What follows belongs to an exercise in optimizing a design on an open flow for small area, a short achievable clock period and few clock cycles per item; a production flow would make more cautious choices. RTL that was checked went through simulation tests only; none was proved equivalent to the original. For run 1, only the layout was checked, not whether the RTL still works. Power figures rest on the tool's default switching activity, not on a simulated workload.

==> flow/design.v (outline; a module is shown in full before it is edited, if it fits) <==
// module fft_mm_tree: 740 lines
// module fft_mask_mult_pipe: 145 lines
module fft_mask_mult_pipe (
    input  logic               clk_i,
    input  logic               rst_i,
    input  logic               clr_i,
    input  logic               in_valid_i,
    output logic               in_ready_o,
    input  logic signed [15:0] in_re_i,
    input  logic signed [15:0] in_im_i,
    input  logic signed [15:0] mask_i,
    input  logic               in_last_i,
    output logic               out_valid_o,
    input  logic               out_ready_i,
    output logic signed [15:0] out_re_o,
    output logic signed [15:0] out_im_o,
    output logic [8:0]         out_bin_o,
    output logic               out_last_o,
    output logic               sat_o,
    output logic               frame_err_o
);
  // ...
==> flow/flow/run.sh <==
#!/bin/bash
# Own layout flow: the standard flow, with two changes.
#  1. After the standard synthesis, flow/fixpol.py re-chooses the polarity of
#     full-adder and xor cells so fewer inverters sit between them (the
#     netlist's function, registers and ports are unchanged).
#  2. Ports are buffered with buf_2 cells (BUFFER_PORTS_ARGS) instead of the
#     default pick.
# Each tool's full output goes to a log file in this folder.
set -euo pipefail
R=orfs/results/sky130hd/fft_mask_mult_pipe/base
export BUFFER_PORTS_ARGS="-buffer_cell sky130_fd_sc_hd__buf_2"
bash standard.sh synth > synth.log 2>&1
cp $R/1_2_yosys.v 1_2_yosys_standard.v
python3 flow/fixpol.py $R/1_2_yosys.v > fixpol.log 2>&1
rm -f $R/1_synth.odb $R/1_synth.sdc
bash standard.sh synth > synth_odb.log 2>&1
bash standard.sh finish > finish.log 2>&1
==> flow/flow/fixpol.py <==
#!/usr/bin/env python3
"""Re-choose the polarity of full-adder cells in a mapped sky130 netlist.

A full adder is self-dual: FA(~a,~b,~c) = (~cout, ~sum).  Synthesis leaves
inverters between adder cells; this pass picks, for each fa cell, whether it
computes the true or the complemented values so that as few inverters as
possible remain, then rewrites the netlist.  Registers, ports and every other
cell are untouched; the logic function is unchanged.
usage: fixpol.py netlist.v  (rewrites it in place)
"""
import re, sys, random

path = sys.argv[1]
src = open(path).read()
m = re.search(r'\bmodule\s+(\S+)\s*\(', src)
lines = src.split('\n')

OUTPINS = {'X', 'Y', 'Q', 'Q_N', 'SUM', 'COUT', 'HI', 'LO'}
cell_re = re.compile(r'^\s*(sky130_fd_sc_hd__\w+)\s+(\S+)\s*\($')
pin_re = re.compile(r'^\s*\.(\w+)\((.*)\),?$')

cells = []      # dict: type, name, pins{pin:net}, start, end (line idx)
i = 0
ports_out = set()
ports_in = set()
while i < len(lines):
    ln = lines[i]
    mm = cell_re.match(ln)
    if mm:
        c = {'type': mm.group(1), 'name': mm.group(2), 'pins': {}, 'start': i}
        j = i + 1
        while not lines[j].strip().startswith(');'):
            pm = pin_re.match(lines[j])
            assert pm, lines[j]
            c['pins'][pm.group(1)] = pm.group(2).strip()
            j += 1
        c['end'] = j
        cells.append(c)
        i = j + 1
        continue
    pm = re.match(r'^\s*output\s+(\[\d+:\d+\]\s+)?(\S+);', ln)
    if pm:
        ports_out.add(pm.group(2))
    pm = re.match(r'^\s*input\s+(\[\d+:\d+\]\s+)?(\S+);', ln)
    if pm:
        ports_in.add(pm.group(2))
    i += 1
assert not any(l.strip().startswith('assign') for l in lines), 'assign statements not handled'

def base(net):
    n = net.strip()
    if n.startswith('\\'):
        n = n.split()[0][1:]
    return re.sub(r'\[\d+\]$', '', n)

def is_port(net):
    return base(net) in ports_out or base(net) in ports_in

def is_inv(c):
    return re.match(r'sky130_fd_sc_hd__(inv|clkinv|clkinvlp)_\d+$', c['type']) is not None

def is_fa(c):
    return re.match(r'sky130_fd_sc_hd__fa_\d+$', c['type']) is not None

driver = {}
for c in cells:
    for p, n in c['pins'].items():
        if p in OUTPINS:
            driver[n] = (c, p)

# removable inverters: output not a port
rem = [c for c in cells if is_inv(c) and not is_port(c['pins']['Y'])]
rem_out = {c['pins']['Y']: c for c in rem}

def root(net):
    par = 0
    while net in rem_out:
        net = rem_out[net]['pins']['A']
        par ^= 1
    return net, par

def is_xor(c):
    return re.match(r'sky130_fd_sc_hd__x(n?)or[23]_\d+$', c['type']) is not None

fas = [c for c in cells if is_fa(c) or is_xor(c)]
for k, c in enumerate(fas):
    c['fid'] = k
    c['xor'] = is_xor(c)
# forbid flipping an FA whose outputs are ports
fixed_fa = set()
def outs(c):
    return [c['pins'][p] for p in ('SUM', 'COUT', 'X', 'Y') if p in c['pins']]
for c in fas:
    if any(is_port(n) for n in outs(c)):
        fixed_fa.add(c['fid'])

# consumers: per root net, list of (cell, pin, parity)
cons = {}
for c in cells:
    if c in rem:
        continue
    for p, n in c['pins'].items():
        if p in OUTPINS:
            continue
        r, par = root(n)
        cons.setdefault(r, []).append((c, p, par))
# output ports consume their net with parity 0 (they are never removable outputs)
drv_fa = {}
for c in fas:
    for n in outs(c):
        drv_fa[n] = c['fid']

f = [0] * len(fas)
touch = {}
for r, lst in cons.items():
    ids = set()
    if r in drv_fa:
        ids.add(drv_fa[r])
    for c, p, par in lst:
        if 'fid' in c:
            ids.add(c['fid'])
    for k in ids:
        touch.setdefault(k, set()).add(r)
for r in drv_fa:
    touch.setdefault(drv_fa[r], set()).add(r)

def cost(r):
    d = f[drv_fa[r]] if r in drv_fa else 0
    for c, p, par in cons.get(r, []):
        if c.get('xor'):
            continue
        need = par ^ (f[c['fid']] if 'fid' in c else 0)
        if need != d:
            return 1
    return 0

before = sum(cost(r) for r in cons)
def descend():
    improved = True
    while improved:
        improved = False
        order = list(range(len(fas)))
        rng.shuffle(order)
        for k in order:
            if k in fixed_fa:
                continue
            rs = touch.get(k, ())
            c0 = sum(cost(r) for r in rs)
            f[k] ^= 1
            c1 = sum(cost(r) for r in rs)
            if c1 < c0 or (c1 == c0 and rng.random() < 0.3 and False):
                improved = True
            else:
                f[k] ^= 1
rng = random.Random(1)
best = None
for trial in range(40):
    if trial:
        # perturb the best solution
        f[:] = best_f
        for k in rng.sample(range(len(fas)), max(1, len(fas) // 8)):
            if k not in fixed_fa:
                f[k] ^= 1
    descend()
    cst = sum(cost(r) for r in cons)
    if best is None or cst < best:
        best, best_f = cst, f[:]
f[:] = best_f
after = sum(cost(r) for r in cons)
print(f'fa cells {len(fas)}, flipped {sum(f)}, removable inverters {len(rem)}, '
      f'inverters needed before {before}, after {after}')

# rebuild
newcells = []
newwires = []
inv_of = {}
def inv_net(r):
    if r not in inv_of:
        nm = f'_fp_{len(inv_of)}_'
        inv_of[r] = nm
        newwires.append(nm)
        ra = r + ' ' if r.startswith('\\') else r
        newcells.append(f'  sky130_fd_sc_hd__inv_1 _fpi_{len(inv_of)}_ (\n    .A({ra}),\n    .Y({nm})\n  );')
    return inv_of[r]
for c in fas:
    c['tflip'] = f[c['fid']] if c['xor'] else 0
for r, lst in cons.items():
    d = f[drv_fa[r]] if r in drv_fa else 0
    for c, p, par in lst:
        if c.get('xor'):
            c['pins'][p] = r
            c['tflip'] ^= par ^ d
            continue
        need = par ^ (f[c['fid']] if 'fid' in c else 0)
        c['pins'][p] = r if need == d else inv_net(r)
for c in fas:
    if c['xor'] and c['tflip']:
        t = c['type']
        c['type'] = t.replace('__xnor', '__xor') if '__xnor' in t else t.replace('__xor', '__xnor')
        if '2_' in c['type']:
            pins = c['pins']
            if 'X' in pins:
                pins['Y'] = pins.pop('X')
            else:
                pins['X'] = pins.pop('Y')
# emit
out = []
skip = set()
for c in rem:
    skip.update(range(c['start'], c['end'] + 1))
dead = set(rem_out.keys())
starts = {c['start']: c for c in cells if c not in rem}
i = 0
while i < len(lines):
    if i in skip:
        i += 1
        continue
    if i in starts:
        c = starts[i]
        out.append(f"  {c['type']} {c['name']} (")
        items = list(c['pins'].items())
        for k, (p, n) in enumerate(items):
            if n.startswith('\\'):
                n = n + ' '
            out.append(f"    .{p}({n})" + (',' if k < len(items) - 1 else ''))
        out.append('  );')
        i = c['end'] + 1
        continue
    ln = lines[i]
    wm = re.match(r'^\s*wire\s+(\S+(?: )?);$', ln)
    if wm and wm.group(1).strip() in {d.strip() for d in dead} and not is_port(wm.group(1)):
        i += 1
        continue
    if ln.strip() == 'endmodule':
        out.extend(newcells)
    out.append(ln)
    if re.match(r'^\s*module\s', ln):
        pass
    i += 1
# declare new wires after the module header's port list
txt = '\n'.join(out)
k = txt.index(');', txt.index('module ')) + 2
txt = txt[:k] + '\n' + ''.join(f'  wire {w};\n' for w in newwires) + txt[k:]
open(path, 'w').write(txt)
==> flow/standard.sh <==
#!/bin/bash
# synth_recipe.tcl (not shown) runs the flow's synth.tcl, then flattens the netlist and writes it again
# the make line also repeats each setting of config.mk as NAME=value (left out here)
make -C /OpenROAD-flow-scripts/flow DESIGN_CONFIG=/design/flow/config.mk WORK_HOME=/design/flow/orfs CLKGATE_MAP_FILE= SYNTH_SCRIPT=/design/flow/synth_recipe.tcl "${@:-finish}"
==> flow/config.mk <==
export PLATFORM = sky130hd
export DESIGN_NAME = fft_mask_mult_pipe
export DESIGN_NICKNAME = fft_mask_mult_pipe
export VERILOG_FILES = /design/flow/design.v
export SDC_FILE = /design/flow/constraint.sdc
export NUM_CORES = 4
export LEC_CHECK = 0
export ABC_AREA = 1
export CAP_MARGIN = 20
export CORE_MARGIN = 2
export CORE_UTILIZATION = 40
export SETUP_SLACK_MARGIN = 3.8
export SLEW_MARGIN = 20
export TNS_END_PERCENT = 20
==> flow/constraint.sdc <==
create_clock -name core_clock -period 7.0 [get_ports {clk_i}]
set_input_delay 1.4000 -clock core_clock [delete_from_list [all_inputs] [get_ports {clk_i}]]
set_output_delay 1.4000 -clock core_clock [all_outputs]
set_load 0.01 [all_outputs]
==> qor.csv, run 1 <==
stage,metric,value,unit
global_route,total grt overflow,0,
global_route,GR peak layer,met2,
sta,count of final hold-check violations,0,
synthesis,Synth Instances,1836,
cells_and_area,sequential cell area share,22.8,%
cells_and_area,most frequent cells in the layout,"217 x o22ai_1, 205 x xor2_1, 205 x nand2_1",
global_route,largest net degree at the start of global routing,151,
cts,CTS H-tree lvls,4,
min_path,Hold EP,b_v_q$_DFFE_PP0N_,
synthesis,syn_nets,2158,
global_route,grt met3 use,4.99,%
detailed_routing,via count,15121,
worst_setup_path,reg2reg end,b_im_b[7]$_DFFE_PN_,
floorplanning,core region area,43100,µm²
sta,Highest Clock Rate,282,MHz
cells_and_area,"commonest non-fill, non-tap cell in the layout",o22ai_1,
cts,Root Buffer,clkbuf_16,
detailed_routing,top layer in use,met4,
status,outcome,timing/DRC/antenna clean,
global_route,vias in the first global route,14800,
min_path,Worst Hold Launch,a_v_q$_DFFE_PP0N_,
worst_setup_path,Worst path depth,6,
cts,clock-pin slew on the worst setup and hold paths,0.08,ns
power,Comb pwr share,71.7,%
sta,minimum clock period,3.55,ns
detailed_routing,DRC,0,
power,worst vdd ir,0.261,mV
cells_and_area,clkbuf count,18,
cells_and_area,comb_multi_in,1367,
cells_and_area,Antenna Cells,0,
power,pwr dens,479,nW/µm²
sta,final period utilization,50.7,%
worst_setup_path,Slowest cell on crit path,edfxtp_1,
cts,post-cts sizing count,245,
floorplanning,Tap Count,585,
cells_and_area,Logic inverters,199,
sta,RSZ-0062 raised after global routing,yes,
detailed_routing,Routed WL,55300,µm
power,leakage,9.00,nW
cells_and_area,Nets,2373,
cells_and_area,share of layout cells above drive strength 1,29.2,%
min_path,hold path depth,2,
cells_and_area,Area growth syn-to-layout,26.3,%
worst_setup_path,Setup Crit Path Kind,reg -> out,
==> module fft_mask_mult_pipe, before the edit <==
module fft_mask_mult_pipe (
    input  logic               clk_i,
    input  logic               rst_i,
    input  logic               clr_i,
    input  logic               in_valid_i,
    output logic               in_ready_o,
    input  logic signed [15:0] in_re_i,
    input  logic signed [15:0] in_im_i,
    input  logic signed [15:0] mask_i,
    input  logic               in_last_i,
    output logic               out_valid_o,
    input  logic               out_ready_i,
    output logic signed [15:0] out_re_o,
    output logic signed [15:0] out_im_o,
    output logic [8:0]         out_bin_o,
    output logic               out_last_o,
    output logic               sat_o,
    output logic               frame_err_o
);
    logic        en, accept, last_v;
    logic [8:0]  cnt_q, cnt_d, cnt_inc;
    logic        ferr_q, ferr_d, sat_q, sat_d;
    assign en         = !last_v || out_ready_i;
    assign in_ready_o = en;
    assign accept     = in_valid_i && en;
    assign cnt_inc = cnt_q[8] ? 9'd0 : cnt_q + 9'd1;
    always_comb begin
        cnt_d  = cnt_q;
        ferr_d = ferr_q;
        if (accept) begin
            if (clr_i) begin
                cnt_d = 9'd1;
            end else if (in_last_i && !cnt_q[8]) begin
                ferr_d = 1'b1;
                cnt_d  = 9'd0;
            end else begin
                if (!in_last_i && cnt_q[8]) ferr_d = 1'b1;
                cnt_d = cnt_inc;
            end
        end else if (clr_i) begin
            cnt_d = 9'd0;
        end
        if (clr_i) ferr_d = 1'b0;
    end
    logic        fi_m, fi_re, fi_im;
    assign fi_m  = (mask_i == 16'h8000);
    assign fi_re = fi_m && (in_re_i == 16'h8000);
    assign fi_im = fi_m && (in_im_i == 16'h8000);
    logic [7:0] i_one, i_two, i_neg;
    logic [16:0] i_mext;
    assign i_mext = {mask_i, 1'b0};
    always_comb begin
        for (int i = 0; i < 8; i++) begin
            i_one[i] = i_mext[2*i+1] ^ i_mext[2*i];
            i_two[i] = (i_mext[2*i+2] & ~i_mext[2*i+1] & ~i_mext[2*i]) |
                        (~i_mext[2*i+2] & i_mext[2*i+1] & i_mext[2*i]);
            i_neg[i] = i_mext[2*i+2];
        end
    end
    logic        a_v_q, a_z_q, a_ovf_q;
    logic [15:0] a_re_q, a_im_q;
    logic [7:0]  a_one_q, a_two_q, a_neg_q;
    always_ff @(posedge clk_i) begin
        if (en) begin
            a_re_q  <= {in_re_i[15:1], in_re_i[0] | fi_re};
            a_im_q  <= {in_im_i[15:1], in_im_i[0] | fi_im};
            a_ovf_q <= fi_re || fi_im;
            a_z_q   <= clr_i || (cnt_q == 9'd0);
            a_one_q <= i_one;
            a_two_q <= i_two;
            a_neg_q <= i_neg;
        end
    end
    logic [7:0] t_one, t_two, t_neg;
    assign t_one = a_one_q;
    assign t_two = a_two_q;
    assign t_neg = a_neg_q;
    logic [21:0] re_ha, re_hb, re_hc, im_ha, im_hb, im_hc;
    logic [0:0] re_lc, im_lc;
    assign re_hc = '0;
    assign im_hc = '0;
    fft_mm_tree u_re (.x(a_re_q), .one(t_one), .two(t_two), .neg(t_neg),
                      .hi_a(re_ha), .hi_b(re_hb), .lo_c(re_lc));
    fft_mm_tree u_im (.x(a_im_q), .one(t_one), .two(t_two), .neg(t_neg),
                      .hi_a(im_ha), .hi_b(im_hb), .lo_c(im_lc));
    logic [21:0] b_re_a, b_re_b, b_re_x, b_im_a, b_im_b, b_im_x;
    logic [0:0] b_re_c, b_im_c;
    logic        b_v_q, b_z_q, b_ovf_q;
    always_ff @(posedge clk_i) begin
        if (en) begin
            b_re_a  <= re_ha;
            b_re_b  <= re_hb;
            b_re_x  <= re_hc;
            b_re_c  <= re_lc;
            b_im_a  <= im_ha;
            b_im_b  <= im_hb;
            b_im_x  <= im_hc;
            b_im_c  <= im_lc;
            b_ovf_q <= a_ovf_q;
            b_z_q   <= a_z_q;
        end
    end
    logic [21:0] s_re, s_im;
    logic [15:0] r_re, r_im;
    assign s_re = b_re_a + b_re_b + b_re_x + {21'd0, b_re_c};
    assign s_im = b_im_a + b_im_b + b_im_x + {21'd0, b_im_c};
    assign r_re = s_re[21:6];
    assign r_im = s_im[21:6];
    logic [8:0]  b_bin_q;
    always_ff @(posedge clk_i) begin
        if (en && a_v_q) begin
            b_bin_q <= a_z_q ? 9'd0 : (b_bin_q[8] ? 9'd0 : b_bin_q + 9'd1);
        end
    end
    assign last_v      = b_v_q;
    assign out_re_o    = r_re;
    assign out_im_o    = r_im;
    assign out_bin_o   = b_bin_q;
    assign out_last_o  = b_bin_q[8];
    always_comb begin
        sat_d = sat_q;
        if (en && a_v_q && a_ovf_q) sat_d = 1'b1;
        if (clr_i) sat_d = 1'b0;
    end
    always_ff @(posedge clk_i or posedge rst_i) begin
        if (rst_i) begin
            a_v_q <= 1'b0;
            b_v_q <= 1'b0;
            cnt_q  <= 9'd0;
            ferr_q <= 1'b0;
            sat_q  <= 1'b0;
        end else begin
            if (en) begin
                a_v_q <= in_valid_i;
                b_v_q <= a_v_q;
            end
            cnt_q  <= cnt_d;
            ferr_q <= ferr_d;
            sat_q  <= sat_d;
        end
    end
    assign out_valid_o = last_v;
    assign sat_o       = sat_q;
    assign frame_err_o = ferr_q;
endmodule
==> run 2: changes to the inputs <==
--- a/flow/design.v
+++ b/flow/design.v
@@ -738,6 +738,177 @@
     assign hi_a = ra[30:9];
     assign hi_b = rb[30:9];
 endmodule
+module fft_mm_cpa (
+    input  logic [21:0] a,
+    input  logic [21:0] b,
+    input  logic        ci,
+    output logic [15:0] s
+);
+    logic g1;
+    logic p1;
+    logic g2;
+    logic p2;
+    logic g3;
+    logic p3;
+    logic g4;
+    logic p4;
+    logic g5;
+    logic p5;
+    logic g6;
+    logic p6;
+    logic g7;
+    logic p7;
+    logic g8;
+    logic p8;
+    logic g9;
+    logic p9;
+    logic g10;
+    logic p10;
+    logic g11;
+    logic p11;
+    logic g12;
+    logic p12;
+    logic g13;
+    logic p13;
+    logic g14;
+    logic p14;
+    logic g15;
+    logic p15;
+    logic g16;
+    logic p16;
+    logic g17;
+    logic p17;
+    logic g18;
+    logic p18;
+    logic g19;
+    logic p19;
+    logic g20;
+    logic p20;
+    logic g21;
+    logic p21;
+    logic g22;
+    logic p22;
+    logic g23;
+    logic p23;
+    logic g24;
+    logic p24;
+    logic g25;
+    logic p25;
+    logic g26;
+    logic p26;
+    logic g27;
+    logic p27;
+    logic g28;
+    logic p28;
+    logic g29;
+    logic p29;
+    logic g30;
+    logic p30;
+    logic g31;
+    logic p31;
+    logic g32;
+    logic p32;
+    logic g33;
+    logic p33;
+    logic g34;
+    logic p34;
+    logic g35;
+    logic p35;
+    logic g36;
+    logic p36;
+    logic g37;
+    logic p37;
+    assign g1 = (a[0] & b[0]) | ((a[0] ^ b[0]) & ci);
+    assign p1 = (a[0] ^ b[0]) & 1'b0;
+    assign g2 = (a[2] & b[2]) | ((a[2] ^ b[2]) & (a[1] & b[1]));
+    assign p2 = (a[2] ^ b[2]) & (a[1] ^ b[1]);
+    assign g3 = (a[4] & b[4]) | ((a[4] ^ b[4]) & (a[3] & b[3]));
+    assign p3 = (a[4] ^ b[4]) & (a[3] ^ b[3]);
+    assign g4 = (a[6] & b[6]) | ((a[6] ^ b[6]) & (a[5] & b[5]));
+    assign p4 = (a[6] ^ b[6]) & (a[5] ^ b[5]);
+    assign g5 = (a[8] & b[8]) | ((a[8] ^ b[8]) & (a[7] & b[7]));
+    assign p5 = (a[8] ^ b[8]) & (a[7] ^ b[7]);
+    assign g6 = (a[10] & b[10]) | ((a[10] ^ b[10]) & (a[9] & b[9]));
+    assign p6 = (a[10] ^ b[10]) & (a[9] ^ b[9]);
+    assign g7 = (a[12] & b[12]) | ((a[12] ^ b[12]) & (a[11] & b[11]));
+    assign p7 = (a[12] ^ b[12]) & (a[11] ^ b[11]);
+    assign g8 = (a[14] & b[14]) | ((a[14] ^ b[14]) & (a[13] & b[13]));
+    assign p8 = (a[14] ^ b[14]) & (a[13] ^ b[13]);
+    assign g9 = (a[16] & b[16]) | ((a[16] ^ b[16]) & (a[15] & b[15]));
+    assign p9 = (a[16] ^ b[16]) & (a[15] ^ b[15]);
+    assign g10 = (a[18] & b[18]) | ((a[18] ^ b[18]) & (a[17] & b[17]));
+    assign p10 = (a[18] ^ b[18]) & (a[17] ^ b[17]);
+    assign g11 = (a[20] & b[20]) | ((a[20] ^ b[20]) & (a[19] & b[19]));
+    assign p11 = (a[20] ^ b[20]) & (a[19] ^ b[19]);
+    assign g12 = g2 | (p2 & g1);
+    assign p12 = p2 & p1;
+    assign g13 = g4 | (p4 & g3);
+    assign p13 = p4 & p3;
+    assign g14 = g6 | (p6 & g5);
+    assign p14 = p6 & p5;
+    assign g15 = g8 | (p8 & g7);
+    assign p15 = p8 & p7;
+    assign g16 = g10 | (p10 & g9);
+    assign p16 = p10 & p9;
+    assign g17 = g13 | (p13 & g12);
+    assign p17 = p13 & p12;
+    assign g18 = g15 | (p15 & g14);
+    assign p18 = p15 & p14;
+    assign g19 = g18 | (p18 & g17);
+    assign p19 = p18 & p17;
+    assign g20 = g14 | (p14 & g17);
+    assign p20 = p14 & p17;
+    assign g21 = g16 | (p16 & g19);
+    assign p21 = p16 & p19;
+    assign g22 = g3 | (p3 & g12);
+    assign p22 = p3 & p12;
+    assign g23 = g5 | (p5 & g17);
+    assign p23 = p5 & p17;
+    assign g24 = g7 | (p7 & g20);
+    assign p24 = p7 & p20;
+    assign g25 = g9 | (p9 & g19);
+    assign p25 = p9 & p19;
+    assign g26 = g11 | (p11 & g21);
+    assign p26 = p11 & p21;
+    assign g27 = (a[1] & b[1]) | ((a[1] ^ b[1]) & g1);
+    assign p27 = (a[1] ^ b[1]) & p1;
+    assign g28 = (a[3] & b[3]) | ((a[3] ^ b[3]) & g12);
+    assign p28 = (a[3] ^ b[3]) & p12;
+    assign g29 = (a[5] & b[5]) | ((a[5] ^ b[5]) & g22);
+    assign p29 = (a[5] ^ b[5]) & p22;
+    assign g30 = (a[7] & b[7]) | ((a[7] ^ b[7]) & g17);
+    assign p30 = (a[7] ^ b[7]) & p17;
+    assign g31 = (a[9] & b[9]) | ((a[9] ^ b[9]) & g23);
+    assign p31 = (a[9] ^ b[9]) & p23;
+    assign g32 = (a[11] & b[11]) | ((a[11] ^ b[11]) & g20);
+    assign p32 = (a[11] ^ b[11]) & p20;
+    assign g33 = (a[13] & b[13]) | ((a[13] ^ b[13]) & g24);
+    assign p33 = (a[13] ^ b[13]) & p24;
+    assign g34 = (a[15] & b[15]) | ((a[15] ^ b[15]) & g19);
+    assign p34 = (a[15] ^ b[15]) & p19;
+    assign g35 = (a[17] & b[17]) | ((a[17] ^ b[17]) & g25);
+    assign p35 = (a[17] ^ b[17]) & p25;
+    assign g36 = (a[19] & b[19]) | ((a[19] ^ b[19]) & g21);
+    assign p36 = (a[19] ^ b[19]) & p21;
+    assign g37 = (a[21] & b[21]) | ((a[21] ^ b[21]) & g26);
+    assign p37 = (a[21] ^ b[21]) & p26;
+    assign s[0] = (a[6] ^ b[6]) ^ g29;
+    assign s[1] = (a[7] ^ b[7]) ^ g17;
+    assign s[2] = (a[8] ^ b[8]) ^ g30;
+    assign s[3] = (a[9] ^ b[9]) ^ g23;
+    assign s[4] = (a[10] ^ b[10]) ^ g31;
+    assign s[5] = (a[11] ^ b[11]) ^ g20;
+    assign s[6] = (a[12] ^ b[12]) ^ g32;
+    assign s[7] = (a[13] ^ b[13]) ^ g24;
+    assign s[8] = (a[14] ^ b[14]) ^ g33;
+    assign s[9] = (a[15] ^ b[15]) ^ g19;
+    assign s[10] = (a[16] ^ b[16]) ^ g34;
+    assign s[11] = (a[17] ^ b[17]) ^ g25;
+    assign s[12] = (a[18] ^ b[18]) ^ g35;
+    assign s[13] = (a[19] ^ b[19]) ^ g21;
+    assign s[14] = (a[20] ^ b[20]) ^ g36;
+    assign s[15] = (a[21] ^ b[21]) ^ g26;
+endmodule
 module fft_mask_mult_pipe (
     input  logic               clk_i,
     input  logic               rst_i,
@@ -842,30 +1013,35 @@
     end
     logic [21:0] s_re, s_im;
     logic [15:0] r_re, r_im;
-    assign s_re = b_re_a + b_re_b + b_re_x + {21'd0, b_re_c};
-    assign s_im = b_im_a + b_im_b + b_im_x + {21'd0, b_im_c};
-    assign r_re = s_re[21:6];
-    assign r_im = s_im[21:6];
-    logic [8:0]  b_bin_q;
+    fft_mm_cpa u_cpa_re (.a(b_re_a), .b(b_re_b), .ci(b_re_c[0]), .s(r_re));
+    fft_mm_cpa u_cpa_im (.a(b_im_a), .b(b_im_b), .ci(b_im_c[0]), .s(r_im));
+    logic [15:0] o_re_q, o_im_q;
+    logic [8:0]  o_bin_q;
+    logic        o_v_q;
     always_ff @(posedge clk_i) begin
-        if (en && a_v_q) begin
-            b_bin_q <= a_z_q ? 9'd0 : (b_bin_q[8] ? 9'd0 : b_bin_q + 9'd1);
+        if (en) begin
+            o_re_q <= r_re;
+            o_im_q <= r_im;
+        end
+        if (en && b_v_q) begin
+            o_bin_q <= b_z_q ? 9'd0 : (o_bin_q[8] ? 9'd0 : o_bin_q + 9'd1);
         end
     end
-    assign last_v      = b_v_q;
-    assign out_re_o    = r_re;
-    assign out_im_o    = r_im;
-    assign out_bin_o   = b_bin_q;
-    assign out_last_o  = b_bin_q[8];
+    assign last_v      = o_v_q;
+    assign out_re_o    = o_re_q;
+    assign out_im_o    = o_im_q;
+    assign out_bin_o   = o_bin_q;
+    assign out_last_o  = o_bin_q[8];
     always_comb begin
         sat_d = sat_q;
-        if (en && a_v_q && a_ovf_q) sat_d = 1'b1;
+        if (en && b_v_q && b_ovf_q) sat_d = 1'b1;
         if (clr_i) sat_d = 1'b0;
     end
     always_ff @(posedge clk_i or posedge rst_i) begin
         if (rst_i) begin
             a_v_q <= 1'b0;
             b_v_q <= 1'b0;
+            o_v_q <= 1'b0;
             cnt_q  <= 9'd0;
             ferr_q <= 1'b0;
             sat_q  <= 1'b0;
@@ -873,6 +1049,7 @@
             if (en) begin
                 a_v_q <= in_valid_i;
                 b_v_q <= a_v_q;
+                o_v_q <= b_v_q;
             end
             cnt_q  <= cnt_d;
             ferr_q <= ferr_d;
==> flow/flow/run.sh (replaced) <==
#!/bin/bash
# Own layout flow: the standard flow, with two changes.
#  1. After the standard synthesis, flow/fixpol.py re-chooses the polarity of
#     full-adder and xor cells so fewer inverters sit between them (the
#     netlist's function, registers and ports are unchanged).
#  2. Ports are buffered with buf_1 cells (BUFFER_PORTS_ARGS) instead of the
#     default pick.
# Each tool's full output goes to a log file in this folder.
set -euo pipefail
R=orfs/results/sky130hd/fft_mask_mult_pipe/base
export BUFFER_PORTS_ARGS="-buffer_cell sky130_fd_sc_hd__buf_1"
bash standard.sh synth > synth.log 2>&1
cp $R/1_2_yosys.v 1_2_yosys_standard.v
python3 flow/fixpol.py $R/1_2_yosys.v > fixpol.log 2>&1
rm -f $R/1_synth.odb $R/1_synth.sdc
bash standard.sh synth > synth_odb.log 2>&1
bash standard.sh finish > finish.log 2>&1
--- a/flow/config.mk
+++ b/flow/config.mk
@@ -8,7 +8,10 @@
 export ABC_AREA = 1
 export CAP_MARGIN = 20
 export CORE_MARGIN = 2
-export CORE_UTILIZATION = 40
-export SETUP_SLACK_MARGIN = 3.8
+export CORE_UTILIZATION = 60
+export CTS_BUF_LIST = sky130_fd_sc_hd__clkbuf_16 sky130_fd_sc_hd__clkbuf_8
+export CTS_CLUSTER_DIAMETER = 100
+export CTS_CLUSTER_SIZE = 30
+export SETUP_SLACK_MARGIN = 3.5
 export SLEW_MARGIN = 20
 export TNS_END_PERCENT = 20
==> run 2 against run 1 <==
Clock skew rose by 0.022 ns. First-iteration DRC count fell by 26%. Power rose by 0.57%. Core utilization rose by 16 points. Final cell count fell by 22%. Largest power group unchanged. Via count fell by 18%. Synthesized cell count fell by 13%. Global-route usage rose by 3.7 points. Combinational power fell by 7.5%. Cell area fell by 12%. Non-clock buffer count fell by 110.
==> qor.csv, run 2 <==
stage,metric,value,unit,change
sta,Slew Limit Headroom,45.4,%,was 37.7%
cts,clk buf depth,3,,was 2
sta,minimum clock period,3.52,ns,was 3.55 ns
floorplanning,Boundary Pins,100,,unchanged
sta,Highest Clock Rate,284,MHz,was 282 MHz
cells_and_area,Nets,2023,,"was 2,373"
detailed_routing,via count,12436,,"was 15,121"
cts,CTS Buf Count,12,,was 17
placement,HPWL Detailed,29200,µm,"was 36,100 µm"
sta,final worst slack,3.48,ns,was 3.45 ns
power,worst vdd ir,0.352,mV,was 0.261 mV
worst_setup_path,Bufs and invs on worst path,3,,was 1
sta,Slew @ Worst Pin,0.815,ns,was 0.934 ns
worst_setup_path,Slowest cell on crit path,fa_1,,was edfxtp_1
placement,dpl ws,2.99,ns,was 2.93 ns
cells_and_area,share of layout cells above drive strength 1,9.75,%,was 29.2%
floorplanning,Die ar.,30800,µm²,"was 45,400 µm²"
worst_setup_path,"delay-heaviest family, CP",adder cells,,was compound AO/OA/AOI/OAI gates
worst_setup_path,crit path capture type,flip-flop,,was primary output
detailed_routing,Routed WL,42500,µm,"was 55,300 µm"
cells_and_area,"commonest non-fill, non-tap cell in the layout",o22ai_1,,unchanged
worst_setup_path,"Req. time, crit path",7.24,ns,was 5.60 ns
cts,Hold Buf Count CTS,0,,unchanged
floorplanning,# rows,62,,was 76
worst_setup_path,Critical Path Fanout Max,6,,was 4
cts,CTS H-tree lvls,1,,was 4
floorplanning,core region area,28900,µm²,"was 43,100 µm²"
global_route,GR Util All Layers,28.3,%,was 24.6%
synthesis,syn_nets,1925,,"was 2,158"
synthesis,Synth Instances,1589,,"was 1,836"
detailed_routing,post-route ant nets,0,,unchanged
status,outcome,timing/DRC/antenna clean,,unchanged
worst_setup_path,cell repeated most along the worst path,fa_1,,
sta,final setup vio count,0,,unchanged
power,leakage,7.72,nW,was 9.00 nW
cts,clock-pin slew on the worst setup and hold paths,0.11,ns,was 0.08 ns
sta,final period utilization,50.2,%,was 50.7%
global_route,first-pass GRT wire length,68000,µm,"was 84,800 µm"
worst_setup_path,crit path cell chain,"clkinvlp_4, buf_4, buf_4, o22ai_1, xor2_1, fa_1, fa_1, fa_1, fa_1",,"was ha_4, nand2_1, o21ai_0, a21o_1, xor2_1, buf_2"
worst_setup_path,Setup Crit Path Kind,reg -> reg,,was reg -> out
sta,RSZ-0062 raised after global routing,yes,,unchanged
cts,TritonCTS clock tree,yes,,unchanged
cells_and_area,most frequent cells in the layout,"235 x o22ai_1, 211 x xor2_1, 191 x edfxtp_1",,"was 217 x o22ai_1, 205 x xor2_1, 205 x nand2_1"
global_route,largest net degree at the start of global routing,66,,was 151
floorplanning,Die Wd,176,µm,was 213 µm
synthesis,Post-Syn Area,17700,µm²,"was 17,500 µm²"
global_route,vias in the first global route,12440,,"was 14,800"
detailed_routing,DRC,0,,unchanged
power,pwr dens,550,nW/µm²,was 479 nW/µm²
cts,clock latency (worst-skew pair),0.51,ns,was 0.45 ns
worst_setup_path,WP data arrival,3.76,ns,was 2.15 ns
sta,max-slew violation count,0,,unchanged
detailed_routing,number of DRC markers in iteration 0,1264,,"was 1,715"
synthesis,Ys Warns,1,,unchanged
floorplanning,Die Ht,176,µm,was 213 µm
floorplanning,starting density of the core,61.2,%,was 40.6%
cts,Root Buffer,clkbuf_16,,unchanged
placement,final estimated routing congestion in global placement,0.898,,was 0.913
cells_and_area,Antenna Cells,0,,unchanged
run,Max-Cap Viols,0,,unchanged
synthesis,Synth Area per Inst,11.1,µm²,was 9.52 µm²
placement,IO buf count,99,,unchanged
sta,count of final hold-check violations,0,,unchanged
global_route,total grt overflow,0,,unchanged
detailed_routing,routed vias/inst,5.99,,was 5.71
worst_setup_path,Crit path largest cell delay,0.54,ns,was 0.42 ns
min_path,worst min-delay path class,reg -> reg,,unchanged
sta,Layout Skew,0.0324,ns,was 0.0105 ns
detailed_routing,DR pass1 iterations,6,,was 5
sta,total negative slack,0,ns,unchanged
cells_and_area,"Cell Count, Final, Fillers Out",2077,,"was 2,649"
cells_and_area,# fillers,2304,,"was 3,749"
cells_and_area,Area growth syn-to-layout,9.33,%,was 26.3%
global_route,antenna violations before repair,0,,unchanged
detailed_routing,Routed WL per cell,20.5,µm,was 20.9 µm
worst_setup_path,CP startpoint kind,flip-flop,,unchanged
placement,placed cells,1992,,"was 2,438"
cts,Clock Sinks,205,,was 170
## run 2: path summary, 6_finish.rpt
path                       slack (ns)                    to                 start  depth (start not counted)
max                              3.48   b_im_b[8]$_DFFE_PN_  a_one_q[3]$_DFFE_PN_                          9
min                              0.44       b_z_q$_DFFE_PN_       a_z_q$_DFFE_PN_                          0
max reg2reg                      3.48   b_im_b[8]$_DFFE_PN_  a_one_q[3]$_DFFE_PN_                          9
min reg2reg                      0.44       b_z_q$_DFFE_PN_       a_z_q$_DFFE_PN_                          0
max in group asynchronous        5.73     sat_q$_DFFE_PP0P_                 rst_i                          2
min in group asynchronous        0.90  cnt_q[2]$_DFFE_PP0P_                 rst_i                          2
## run 2: layer usage
layer	track usage, %	routed length (µm)
met5	0	0
met4	5.79	811
met3	4.98	4180
met2	43.7	19000
met1	42.5	18500
## run 2: timing repair
item | 4_1_cts | 5_1_grt
pin swaps | 1 | 1
hold endpoints to repair | 0 | 0
endpoints found under the setup margin | 45 | 42
gates resized for setup | 19 | 32
setup buffers | 29 | 34
cloned | 2 | 0
## run 2: layout make-up
type	instances	area (µm²)	share of cell area [%]
flip-flops and latches	205	6090	31.5
inverters	157	711	3.68
multi-input cells	1123	10500	54.4
repair inverters	2	16.3	0.0842
clock inverters	7	88.8	0.460
well taps	384	480	2.49
repair buffers	186	1100	5.69
clock buffers	13	325	1.68
## run 2: power breakdown
part	internal, mW	switching, mW	leakage (nW)	total [mW]
logic	3.04	3.97	5.38	7.01
clock network	0.362	0.445	0.207	0.807
registers	2.59	0.231	2.12	2.82
total	5.99	4.64	7.72	10.6
## run 2: through the flow
stage | total power, mW | hold WS, ns | area [µm²] | utilization [%]
floorplan | 7.89 | 0.400 | 17700 | -
global placement | 9.45 | 0.404 | 18200 | 63.1
detailed placement | 9.75 | 0.417 | 18200 | 63.1
CTS | 10.7 | 0.437 | 18900 | 65.6
global route | 11.9 | 0.444 | 19300 | 67.0
finish | 10.6 | 0.435 | 19300 | 67.0
Testbench counts of run 2, summed over its fixed seeds: cycles 32,920, items 32,896.
==> run 3: changes to the inputs <==
--- a/flow/config.mk
+++ b/flow/config.mk
@@ -8,7 +8,7 @@
 export ABC_AREA = 1
 export CAP_MARGIN = 20
 export CORE_MARGIN = 2
-export CORE_UTILIZATION = 60
+export CORE_UTILIZATION = 40
 export CTS_BUF_LIST = sky130_fd_sc_hd__clkbuf_16 sky130_fd_sc_hd__clkbuf_8
 export CTS_CLUSTER_DIAMETER = 100
 export CTS_CLUSTER_SIZE = 30
==> run 3 against run 2 <==
Synthesized cell count stayed put. Global-route usage decreased by 8.7 points. Critical path depth down 2. Power up 2.4%. Synthesized area unchanged. Worst hold slack worse by 0.0016 ns. Clock-buffer cell count stayed put. Core utilization is 22 points lower. Fmax increased by 1.0%. Worst setup slack improved by 0.036 ns. Combinational power increased by 3%. Critical path type unchanged. Largest cell class unchanged.
==> qor.csv, run 3 <==
stage,metric,value,unit,change
status,outcome,timing/DRC/antenna clean,,unchanged
worst_setup_path,"Req. time, crit path",7.27,ns,was 7.24 ns
floorplanning,core region area,43900,µm²,"was 28,900 µm²"
detailed_routing,Routed WL per cell,20.5,µm,about the same
global_route,GR Util All Layers,19.6,%,was 28.3%
sta,minimum clock period,3.48,ns,was 3.52 ns
cells_and_area,# fillers,4101,,"was 2,304"
cells_and_area,Util after Layout,45.1,%,was 67.0%
cells_and_area,"commonest non-fill, non-tap cell in the layout",o22ai_1,,unchanged
cts,TritonCTS clock tree,yes,,unchanged
sta,Highest Clock Rate,287,MHz,was 284 MHz
worst_setup_path,WP data arrival,3.75,ns,was 3.76 ns
placement,IO buf count,99,,unchanged
worst_setup_path,CP startpoint kind,flip-flop,,unchanged
global_route,vias in the first global route,12630,,"was 12,440"
worst_setup_path,Bufs and invs on worst path,1,,was 3
sta,RSZ-0062 raised after global routing,yes,,unchanged
sta,final period utilization,49.7,%,was 50.2%
cts,Root Buffer,clkbuf_16,,unchanged
worst_setup_path,Crit path largest cell delay,0.52,ns,was 0.54 ns
floorplanning,Die Ht,214,µm,was 176 µm
worst_setup_path,Critical Path Fanout Max,5,,was 6
synthesis,Synth Instances,1589,,unchanged
detailed_routing,DR pass1 iterations,5,,was 6
cts,clk buf depth,3,,unchanged
worst_setup_path,crit path cell chain,"buf_4, o21ai_0, xor2_1, fa_1, fa_1, fa_1, fa_1",,"was clkinvlp_4, buf_4, buf_4, o22ai_1, xor2_1, fa_1, fa_1, fa_1, fa_1"
placement,HPWL Detailed,31200,µm,"was 29,200 µm"
cts,CTS Buf Count,13,,was 12
global_route,total grt overflow,0,,unchanged
detailed_routing,post-route ant nets,0,,unchanged
min_path,hold path depth,0,,unchanged
worst_setup_path,crit path capture type,flip-flop,,unchanged
worst_setup_path,"delay-heaviest family, CP",adder cells,,unchanged
floorplanning,Die ar.,45900,µm²,"was 30,800 µm²"
cts,CTS H-tree lvls,1,,unchanged
detailed_routing,via count,12612,,"was 12,436"
floorplanning,starting density of the core,40.2,%,was 61.2%
cells_and_area,Antenna Cells,0,,unchanged
worst_setup_path,reg2reg setup slack,3.52,ns,was 3.48 ns
worst_setup_path,cell repeated most along the worst path,fa_1,,unchanged
global_route,largest net degree at the start of global routing,118,,was 66
min_path,worst min-delay path class,reg -> reg,,unchanged
sta,max-slew violation count,0,,unchanged
cells_and_area,most frequent cells in the layout,"235 x o22ai_1, 210 x xor2_1, 191 x edfxtp_1",,"was 235 x o22ai_1, 211 x xor2_1, 191 x edfxtp_1"
floorplanning,Die Wd,214,µm,was 176 µm
power,pwr dens,550,nW/µm²,about the same
sta,Slew @ Worst Pin,0.796,ns,was 0.815 ns
cells_and_area,share of layout cells above drive strength 1,10.8,%,was 9.75%
floorplanning,# rows,77,,was 62
placement,final estimated routing congestion in global placement,0.866,,was 0.898
sta,final setup vio count,0,,unchanged
detailed_routing,number of DRC markers in iteration 0,1299,,"was 1,264"
worst_setup_path,Worst path depth,7,,was 9
sta,Layout Skew,0.0280,ns,was 0.0324 ns
detailed_routing,routed vias/inst,5.49,,was 5.99
worst_setup_path,Setup Crit Path Kind,reg -> reg,,unchanged
cells_and_area,"Cell Count, Final, Fillers Out",2299,,"was 2,077"
cts,Hold Buf Count CTS,0,,unchanged
sta,count of final hold-check violations,0,,unchanged
floorplanning,Boundary Pins,100,,unchanged
detailed_routing,Routed WL,47100,µm,"was 42,500 µm"
placement,placed cells,2199,,"was 1,992"
cts,Clock Sinks,205,,unchanged
cells_and_area,Area growth syn-to-layout,12.0,%,was 9.33%
sta,Slew Limit Headroom,46.8,%,was 45.4%
cts,clock-pin slew on the worst setup and hold paths,0.11,ns,about the same
synthesis,Ys Warns,1,,unchanged
run,Max-Cap Viols,0,,unchanged
power,worst vdd ir,0.218,mV,was 0.352 mV
detailed_routing,DRC,0,,unchanged
sta,total negative slack,0,ns,unchanged
global_route,antenna violations before repair,0,,unchanged
cts,clock latency (worst-skew pair),0.51,ns,about the same
synthesis,Post-Syn Area,17700,µm²,unchanged
synthesis,syn_nets,1925,,unchanged
worst_setup_path,Reg2Reg Depth,7,,was 9
worst_setup_path,Slowest cell on crit path,edfxtp_1,,was fa_1
cells_and_area,Nets,2037,,"was 2,023"
global_route,first-pass GRT wire length,71400,µm,"was 68,000 µm"
power,leakage,7.78,nW,was 7.72 nW
synthesis,Synth Area per Inst,11.1,µm²,unchanged
run 3: worst paths after layout:
| path | startpoint | end |
|---|---|---|
| worst max-delay path | a_one_q[1]$_DFFE_PN_ | b_re_b[10]$_DFFE_PN_ |
| worst min-delay path | a_z_q$_DFFE_PN_ | b_z_q$_DFFE_PN_ |
| worst max register to register | a_one_q[1]$_DFFE_PN_ | b_re_b[10]$_DFFE_PN_ |
| worst min register to register | a_z_q$_DFFE_PN_ | b_z_q$_DFFE_PN_ |
| max in group asynchronous | rst_i | sat_q$_DFFE_PP0P_ |
| min in group asynchronous | rst_i | a_v_q$_DFFE_PP0N_ |
run 3: worst reg2reg max path, cell delays in order, from the launching register on:
cell and delay (ns):
edfxtp_1 0.52, buf_4 0.19, o21ai_0 0.50, xor2_1 0.24
fa_1 0.47, fa_1 0.42, fa_1 0.51, fa_1 0.40
run 3: metrics by stage:
| stage | hold slack (ns) | power, mW | setup slack (ns) | area, µm² |
|---|---|---|---|---|
| finish | 0.434 | 10.9 | 3.52 | 19800 |
| global route | 0.437 | 12.1 | 3.40 | 19800 |
| CTS | 0.434 | 10.9 | 3.45 | 19200 |
| detailed placement | 0.408 | 9.91 | 3.13 | 18500 |
| global placement | 0.406 | 9.67 | 3.20 | 18500 |
| floorplan | 0.400 | 7.89 | 3.65 | 17700 |
run 3: report_power, final:
part | leakage [nW] | switching, mW | internal (mW)
Combinational | 5.44 | 4.09 | 3.10
Clock | 0.216 | 0.466 | 0.402
Sequential | 2.12 | 0.246 | 2.59
Total | 7.78 | 4.80 | 6.09
run 3: final cells by class:
| class | count | area (µm²) | area share [%] |
|---|---|---|---|
| Timing Repair Buffer | 195 | 1210 | 6.11 |
| Inverter | 157 | 728 | 3.68 |
| Tap cell | 592 | 741 | 3.74 |
| Timing Repair inverter | 6 | 56.3 | 0.284 |
| Multi-Input combinational cell | 1123 | 10500 | 53.2 |
| Sequential cell | 205 | 6090 | 30.7 |
| Clock inverter | 8 | 125 | 0.632 |
| Clock buffer | 13 | 325 | 1.64 |
run 3: repair_timing:
action / in CTS / in global routing
endpoints found under the setup margin: 44 / 39
gates resized for setup: 20 / 37
pin swaps: 1 / 1
setup buffers: 26 / 46
gates cloned: 3 / 4
run 3: per-layer routing:
layer	vias up	wire length (µm)	share of wire [%]	GRT usage, %
li1	5705	-	-	-
met1	6239	21000	45	28.6
met2	589	21300	45	30.3
met3	79	3670	7.8	2.70
met4	0	1150	2.4	5.79
met5	-	0	0	0
==> run 4: changes to the inputs <==
--- a/flow/config.mk
+++ b/flow/config.mk
@@ -6,12 +6,12 @@
 export NUM_CORES = 4
 export LEC_CHECK = 0
 export ABC_AREA = 1
-export CAP_MARGIN = 20
+export CAP_MARGIN = 0
 export CORE_MARGIN = 2
 export CORE_UTILIZATION = 40
 export CTS_BUF_LIST = sky130_fd_sc_hd__clkbuf_16 sky130_fd_sc_hd__clkbuf_8
 export CTS_CLUSTER_DIAMETER = 100
 export CTS_CLUSTER_SIZE = 30
 export SETUP_SLACK_MARGIN = 3.5
-export SLEW_MARGIN = 20
+export SLEW_MARGIN = 0
 export TNS_END_PERCENT = 20
==> run 4 against run 3 <==
First-iteration DRC count stayed put. Critical endpoint unchanged. Synthesized area unchanged. Critical path type unchanged. Worst hold slack stayed put.
==> qor.csv, run 4 <==
stage,metric,value,unit,change
worst_setup_path,Crit path largest cell delay,0.52,ns,about the same
worst_setup_path,Setup Crit Path Kind,reg -> reg,,unchanged
cts,Clock Sinks,205,,unchanged
cts,clk buf depth,3,,unchanged
cts,Root Buffer,clkbuf_16,,unchanged
worst_setup_path,CP startpoint kind,flip-flop,,unchanged
cells_and_area,# fillers,4101,,unchanged
global_route,largest net degree at the start of global routing,118,,unchanged
cts,TritonCTS clock tree,yes,,unchanged
sta,Slew @ Worst Pin,0.796,ns,unchanged
sta,total negative slack,0,ns,unchanged
cells_and_area,"commonest non-fill, non-tap cell in the layout",o22ai_1,,unchanged
global_route,GR Util All Layers,19.6,%,unchanged
floorplanning,Die Ht,214,µm,unchanged
cells_and_area,Area growth syn-to-layout,12.0,%,unchanged
run,Max-Cap Viols,0,,unchanged
detailed_routing,Routed WL per cell,20.5,µm,unchanged
synthesis,Synth Area per Inst,11.1,µm²,unchanged
cts,Hold Buf Count CTS,0,,unchanged
detailed_routing,number of DRC markers in iteration 0,1299,,unchanged
floorplanning,Die Wd,214,µm,unchanged
sta,final setup vio count,0,,unchanged
global_route,total grt overflow,0,,unchanged
sta,Slew Limit Headroom,46.8,%,unchanged
floorplanning,core region area,43900,µm²,unchanged
worst_setup_path,Slowest cell on crit path,edfxtp_1,,unchanged
worst_setup_path,Critical Path Fanout Max,5,,unchanged
placement,HPWL Detailed,31200,µm,unchanged
worst_setup_path,"Req. time, crit path",7.27,ns,about the same
worst_setup_path,WP data arrival,3.75,ns,about the same
min_path,worst min-delay path class,reg -> reg,,unchanged
floorplanning,Die ar.,45900,µm²,unchanged
power,pwr dens,550,nW/µm²,unchanged
detailed_routing,post-route ant nets,0,,unchanged
floorplanning,# rows,77,,unchanged
cts,clock latency (worst-skew pair),0.51,ns,about the same
status,outcome,timing/DRC/antenna clean,,unchanged
placement,final estimated routing congestion in global placement,0.866,,unchanged
sta,count of final hold-check violations,0,,unchanged
cells_and_area,Util after Layout,45.1,%,unchanged
cts,CTS Buf Count,13,,unchanged
floorplanning,starting density of the core,40.2,%,unchanged
placement,IO buf count,99,,unchanged
worst_setup_path,crit path cell chain,"buf_4, o21ai_0, xor2_1, fa_1, fa_1, fa_1, fa_1",,unchanged
sta,max-slew violation count,0,,unchanged
sta,RSZ-0062 raised after global routing,yes,,unchanged
cells_and_area,most frequent cells in the layout,"235 x o22ai_1, 210 x xor2_1, 191 x edfxtp_1",,unchanged
cells_and_area,share of layout cells above drive strength 1,10.8,%,unchanged
floorplanning,Boundary Pins,100,,unchanged
power,worst vdd ir,0.218,mV,unchanged
global_route,first-pass GRT wire length,71400,µm,unchanged
synthesis,Post-Syn Area,17700,µm²,unchanged
detailed_routing,DR pass1 iterations,5,,unchanged
worst_setup_path,crit path capture type,flip-flop,,unchanged
power,leakage,7.78,nW,unchanged
sta,Layout Skew,0.0280,ns,unchanged
detailed_routing,Routed WL,47100,µm,unchanged
cts,CTS H-tree lvls,1,,unchanged
synthesis,syn_nets,1925,,unchanged
sta,Highest Clock Rate,287,MHz,unchanged
cts,clock-pin slew on the worst setup and hold paths,0.11,ns,about the same
detailed_routing,DRC,0,,unchanged
detailed_routing,via count,12612,,unchanged
global_route,antenna violations before repair,0,,unchanged
synthesis,Synth Instances,1589,,unchanged
detailed_routing,routed vias/inst,5.49,,unchanged
synthesis,Ys Warns,1,,unchanged
cells_and_area,Antenna Cells,0,,unchanged
placement,post-placement cell area,18500,µm²,unchanged
cells_and_area,Post-Layout Inst Area,19800,µm²,unchanged
sta,final period utilization,49.7,%,unchanged
sta,minimum clock period,3.48,ns,unchanged
cells_and_area,Nets,2037,,unchanged
global_route,vias in the first global route,12630,,unchanged
worst_setup_path,cell repeated most along the worst path,fa_1,,unchanged
## run 4: area by class of cell
type                       instances  area, µm²  share of cell area, %
clock buffer                      13        325                   1.64
timing repair buffer             195       1210                   6.11
inverter                         157        728                   3.68
clock inverter                     8        125                  0.632
multi-input combinational       1123      10500                   53.2
sequential                       205       6090                   30.7
tap                              592        741                   3.74
timing repair inverter             6       56.3                  0.284
## run 4: critical path: cells and delay by family (launching register included)
kind            cells  cell delay (ns)
buf+inv             1             0.19
xor+xnor            1             0.24
compound gates      1             0.50
flops               1             0.52
fa+ha+maj           4             1.80
## run 4: worst paths after layout
check | endpoint | start | cells after the start | slack [ns]
setup / recovery | b_re_b[10]$_DFFE_PN_ | a_one_q[1]$_DFFE_PN_ | 7 | 3.52
hold / removal | b_z_q$_DFFE_PN_ | a_z_q$_DFFE_PN_ | 0 | 0.43
setup reg to reg | b_re_b[10]$_DFFE_PN_ | a_one_q[1]$_DFFE_PN_ | 7 | 3.52
hold reg to reg | b_z_q$_DFFE_PN_ | a_z_q$_DFFE_PN_ | 0 | 0.43
max in group asynchronous | sat_q$_DFFE_PP0P_ | rst_i | 2 | 5.76
min in group asynchronous | a_v_q$_DFFE_PP0N_ | rst_i | 2 | 0.89
## run 4: repair_timing
action	4_1_cts	5_1_grt
pin swaps	1	1
buffers inserted	26	46
cloned	3	4
resized for setup	20	37
setup endpoints to repair	44	39
## run 4: per-layer routing
layer,vias to the layer above,track usage (%),wire length (µm)
li1,5705,-,-
met1,6239,28.6,21000
met2,589,30.3,21300
met3,79,2.70,3670
met4,0,5.79,1150
met5,-,0,0
## run 4: power by group
part           internal [mW]  leakage, nW  total (mW)  switching [mW]
registers               2.59         2.12        2.84           0.246
logic                   3.10         5.44        7.19            4.09
clock network          0.402        0.216       0.869           0.466
## run 4: metrics by stage
step | worst slack, ns | instances | total power [mW] | hold slack (ns)
3_3_place_gp | 3.20 | 2199 | 9.67 | 0.406
2_1_floorplan | 3.65 | 1589 | 7.89 | 0.400
3_5_place_dp | 3.13 | 2199 | 9.91 | 0.408
6_report | 3.52 | 2299 | 10.9 | 0.434
4_1_cts | 3.45 | 2249 | 10.9 | 0.434
5_1_grt | 3.40 | 2299 | 12.1 | 0.437

## static timing again, ports no longer ideal
No port has a modelled driver above. Below, the same layouts with a new extraction and two added sets of constraints.
Step 1 assumes that a clkbuf_16 drives the clock port and a buf_2 every other input.
Step 2 adds t to the input delays and takes it off the output delays; t is the mean of the earliest and latest rising clock arrival at the registers after step 1. Input paths then give back, and output paths get back, about the clock's delay inside the block.
Slacks: ideal ports / drivers / drivers and shift; pairs: ideal ports / drivers.
run	shift t [ns]	slack for setup (ns)	hold WS [ns]	slew at the worst register clock pin (ns)	pins driven straight from the clock port
run 1	0.497	3.451 / 3.402 / 3.492	0.473 / 0.473 / 0.473	0.08 / 0.08	1
run 2	0.546	3.484 / 3.484 / 3.484	0.435 / 0.435 / 0.435	0.11 / 0.11	1
run 3	0.553	3.520 / 3.520 / 3.520	0.434 / 0.434 / 0.434	0.11 / 0.11	1
run 4	0.553	3.520 / 3.520 / 3.520	0.434 / 0.434 / 0.434	0.11 / 0.11	1
After both steps setup and hold are still met in every run listed.
